Context: an optimization exercise on an open-source flow, tuned for small area and few clock cycles per item. The choices shown serve that exercise and are no tape-out recipe.
Function was checked by simulation only, so behaviour that the tests miss may differ from the original.

## alpha
Design modular_exponentiation, start of the top module:
module modular_exponentiation (
  input  logic                  clk,
  input  logic                  rst,
  input  logic                  cfg_valid,
  output logic                  cfg_ready,
  input  mexp_pkg::cfg_index_t  cfg_index,
  input  mexp_pkg::field_t      cfg_data,
  input  logic                  operand_valid,
  output logic                  operand_ready,
  input  mexp_pkg::field_t      operand_base_value,
  output logic                  result_valid,
  input  logic                  result_ready,
  output mexp_pkg::field_t      result_residue
);
For scale: ~410 flip-flops, ~210 I/O pins, ~45000 µm² of cells after synthesis.
export LEC_CHECK = 0
export ABC_AREA = 1
export CAP_MARGIN = 20
export CORE_MARGIN = 2
export CORE_UTILIZATION = 40
export SLEW_MARGIN = 20
create_clock -name core_clock -period 8.0 [get_ports {clk}]
run.sh (not shown) runs the stock make flow with config.mk's settings and CLKGATE_MAP_FILE= SYNTH_SCRIPT=/design/flow/synth_recipe.tcl, a recipe that flattens the netlist after the stock synthesis.
alpha: done, clean on timing, DRC and antenna
Testbench counts of alpha, summed over its fixed seeds: cycles 281,300, items 128.
### alpha -> beta
--- a/flow/design.v
+++ b/flow/design.v
@@ -154,15 +154,15 @@
   localparam int PW = mexp_pkg::OP_BITS;
   localparam int D = mexp_pkg::PASS_CYCLES;
   localparam int CB = mexp_pkg::CYC_BITS;
   mexp_pkg::state_t state;
   logic [63:0]     modulus;
   logic [63:0]     power;
   mexp_pkg::op_t   p_reg;
-  mexp_pkg::op_t   b_op;        
+  mexp_pkg::op_t   b_reg;
   mexp_pkg::acc_t  s_reg;
   mexp_pkg::acc_t  c_reg;
   logic [K-1:0]    xd;
   logic [CB-1:0]   cyc;
   logic [5:0]      idx;
   logic [5:0]      sh;
   logic            first;
@@ -170,17 +170,15 @@
   logic            base_pass;
   logic            fsub;
   logic [35:0]     kz;          
   logic [35:0]     ky;          
   logic [3:0]      ge_reg;      
   logic            x0p;         
   logic            x0n;         
-  logic            starting;    
-  logic            quick;       
-  logic            finishing;   
+  logic            in_accept;
   logic            mod_small;
   logic            ebit;
   logic            cin;
   mexp_pkg::acc_t  sum;
   mexp_pkg::acc_t  y_ext;
   logic [3:0]      t1;
   logic [5:0]      t3;
@@ -191,26 +189,21 @@
   logic [8:0]      yh_next;
   logic            x_nxt;       
   mexp_pkg::op_t   x_src;
   mexp_pkg::acc_t  s_ch [K+1];
   mexp_pkg::acc_t  c_ch [K+1];
   logic [3:0]      ge_ch [K+1];
   assign cfg_ready = 1'b1;
-  assign quick = mod_small || (power == '0);
-  assign starting = operand_valid &&
-                    ((state == mexp_pkg::ST_IDLE) || ((state == mexp_pkg::ST_DONE) && result_ready));
-  assign finishing = (state == mexp_pkg::ST_FIX) && !p_reg[PW-1] && (sh == '0);
-  assign operand_ready = finishing ||
-                         (quick && ((state == mexp_pkg::ST_IDLE) ||
-                                    ((state == mexp_pkg::ST_DONE) && result_ready)));
-  assign b_op = {2'b00, operand_base_value};
+  assign operand_ready = (state == mexp_pkg::ST_IDLE) ||
+                         ((state == mexp_pkg::ST_DONE) && result_ready);
+  assign in_accept = operand_valid && operand_ready;
   assign mod_small = (modulus[63:1] == '0);
   assign ebit = power[idx];
   assign y_ext = {p_reg[PW-1], p_reg};
-  assign x_src = ysel_b ? b_op : p_reg;
+  assign x_src = ysel_b ? b_reg : p_reg;
   assign cyc_nxt = cyc + CB'(1);
   assign mod_half = {1'b0, modulus[63:1]};
   assign go_mul = !base_pass && !ysel_b && ebit;
   assign ntop = {1'b1, modulus[62:59]};
   assign t1 = ntop[4:1];
   assign t3 = {1'b0, ntop} + {2'b00, ntop[4:1]};
   assign cin = (state == mexp_pkg::ST_ACPA) && fsub;
@@ -284,16 +277,16 @@
   end
   always_ff @(posedge clk) begin
     if (rst) begin
       state <= mexp_pkg::ST_IDLE;
     end else begin
       unique case (state)
         mexp_pkg::ST_IDLE, mexp_pkg::ST_DONE: begin
-          if (starting) begin
-            state <= quick ? mexp_pkg::ST_DONE : mexp_pkg::ST_PREP;
+          if (in_accept) begin
+            state <= (mod_small || power == '0) ? mexp_pkg::ST_DONE : mexp_pkg::ST_PREP;
           end else if (state == mexp_pkg::ST_DONE && result_ready) begin
             state <= mexp_pkg::ST_IDLE;
           end
         end
         mexp_pkg::ST_PREP: begin
           if (modulus[63] && ebit) begin
             state <= mexp_pkg::ST_MUL;
@@ -322,17 +315,18 @@
         default: state <= mexp_pkg::ST_IDLE;
       endcase
     end
   end
   always_ff @(posedge clk) begin
     unique case (state)
       mexp_pkg::ST_IDLE, mexp_pkg::ST_DONE: begin
-        if (starting) begin
+        if (in_accept) begin
           idx <= 6'd63;
           sh <= '0;
+          b_reg <= {2'b00, operand_base_value};
           p_reg <= mod_small ? '0 : mexp_pkg::op_t'(1);
         end
       end
       mexp_pkg::ST_PREP: begin
         if (!modulus[63]) begin
           sh <= sh + 6'd1;
         end
@@ -341,17 +335,17 @@
         end
         kz <= {{3'b000, t3}, {5'b00000, t1}, 9'd0 - {5'b00000, t1}, 9'd0 - {3'b000, t3}};
         ky <= {{3'b000, t3}, {5'b00000, t1}, 9'd0 - {5'b00000, t1}, 9'd0 - {3'b000, t3}};
         first <= 1'b1;
         ysel_b <= 1'b1;
         base_pass <= 1'b1;
         cyc <= '0;
-        xd <= b_op[PW-1 -: K];
+        xd <= b_reg[PW-1 -: K];
         x0p <= 1'b0;
-        x0n <= b_op[PW-1];
+        x0n <= b_reg[PW-1];
       end
       mexp_pkg::ST_MUL: begin
         first <= 1'b0;
         cyc <= cyc_nxt;
         if (cyc != CB'(D - 1)) begin
           xd <= x_src[PW - 1 - K * cyc_nxt -: K];
         end
@@ -359,17 +353,17 @@
         x0n <= 1'b0;
       end
       mexp_pkg::ST_CPA: begin
         p_reg <= sum[PW-1:0];
         base_pass <= 1'b0;
         first <= 1'b1;
         cyc <= '0;
-        xd <= go_mul ? b_op[PW-1 -: K] : sum[PW-1 -: K];
+        xd <= go_mul ? b_reg[PW-1 -: K] : sum[PW-1 -: K];
         x0p <= 1'b0;
-        x0n <= go_mul ? b_op[PW-1] : sum[PW-1];
+        x0n <= go_mul ? b_reg[PW-1] : sum[PW-1];
         for (int i = 0; i < 4; i++) begin
           ky[9*i +: 9] <= kz[9*i +: 9] + yh_next;
         end
         if (go_mul) begin
           ysel_b <= 1'b1;             
         end else begin
           ysel_b <= 1'b0;             
- Register-to-register path setup slack essentially unchanged between alpha and beta.
- Run comparison: alpha standard cell with the maximum stage delay on the critical path fa_2; beta standard cell with the maximum stage delay on the critical path fa_1
- [compare] base=alpha new=beta: design area climbed about 4%, routing usage on met1 dropped 0.40 points.
- beta reports a lower required time at the endpoint of the critical path than alpha does.
- beta does worse than alpha on post-detailed-routing wire length.
- On worst setup margin, alpha and beta are neck and neck.
- Relative to alpha, the cell total after placement measured on beta has increased slightly.
- Of alpha and beta, the higher core utilization belongs to beta.
Testbench counts of beta, summed over its fixed seeds: cycles 281,300, items 128.

## afterwards: timing with drivers on the ports
No port has a modelled driver above. Below, the same layouts with a new extraction and two added sets of constraints.
Step 1 (the two cells are an assumption about what drives the block):
set clk [get_ports {clk}]
set_driving_cell -lib_cell sky130_fd_sc_hd__clkbuf_16 $clk
set_driving_cell -lib_cell sky130_fd_sc_hd__buf_2 [delete_from_list [all_inputs] $clk]
Step 2 times the ports against the registers' clock, not the clock port: input delays grow and output delays shrink by t, the midpoint of the rising clock arrivals with the driver on.
Three values: ideal, step 1, step 2; two values: the first two.
run	shift t [ns]	setup WS [ns]	hold slack, ns	worst data-port slew with drivers (ns)	pins driven straight from the clock port
alpha	0.712	0.255 / 0.255 / 0.255	0.472 / 0.472 / 0.472	0.14	1
beta	0.732	0.256 / 0.256 / 0.256	0.467 / 0.467 / 0.467	0.07	1
After both steps every run listed still meets setup and hold.
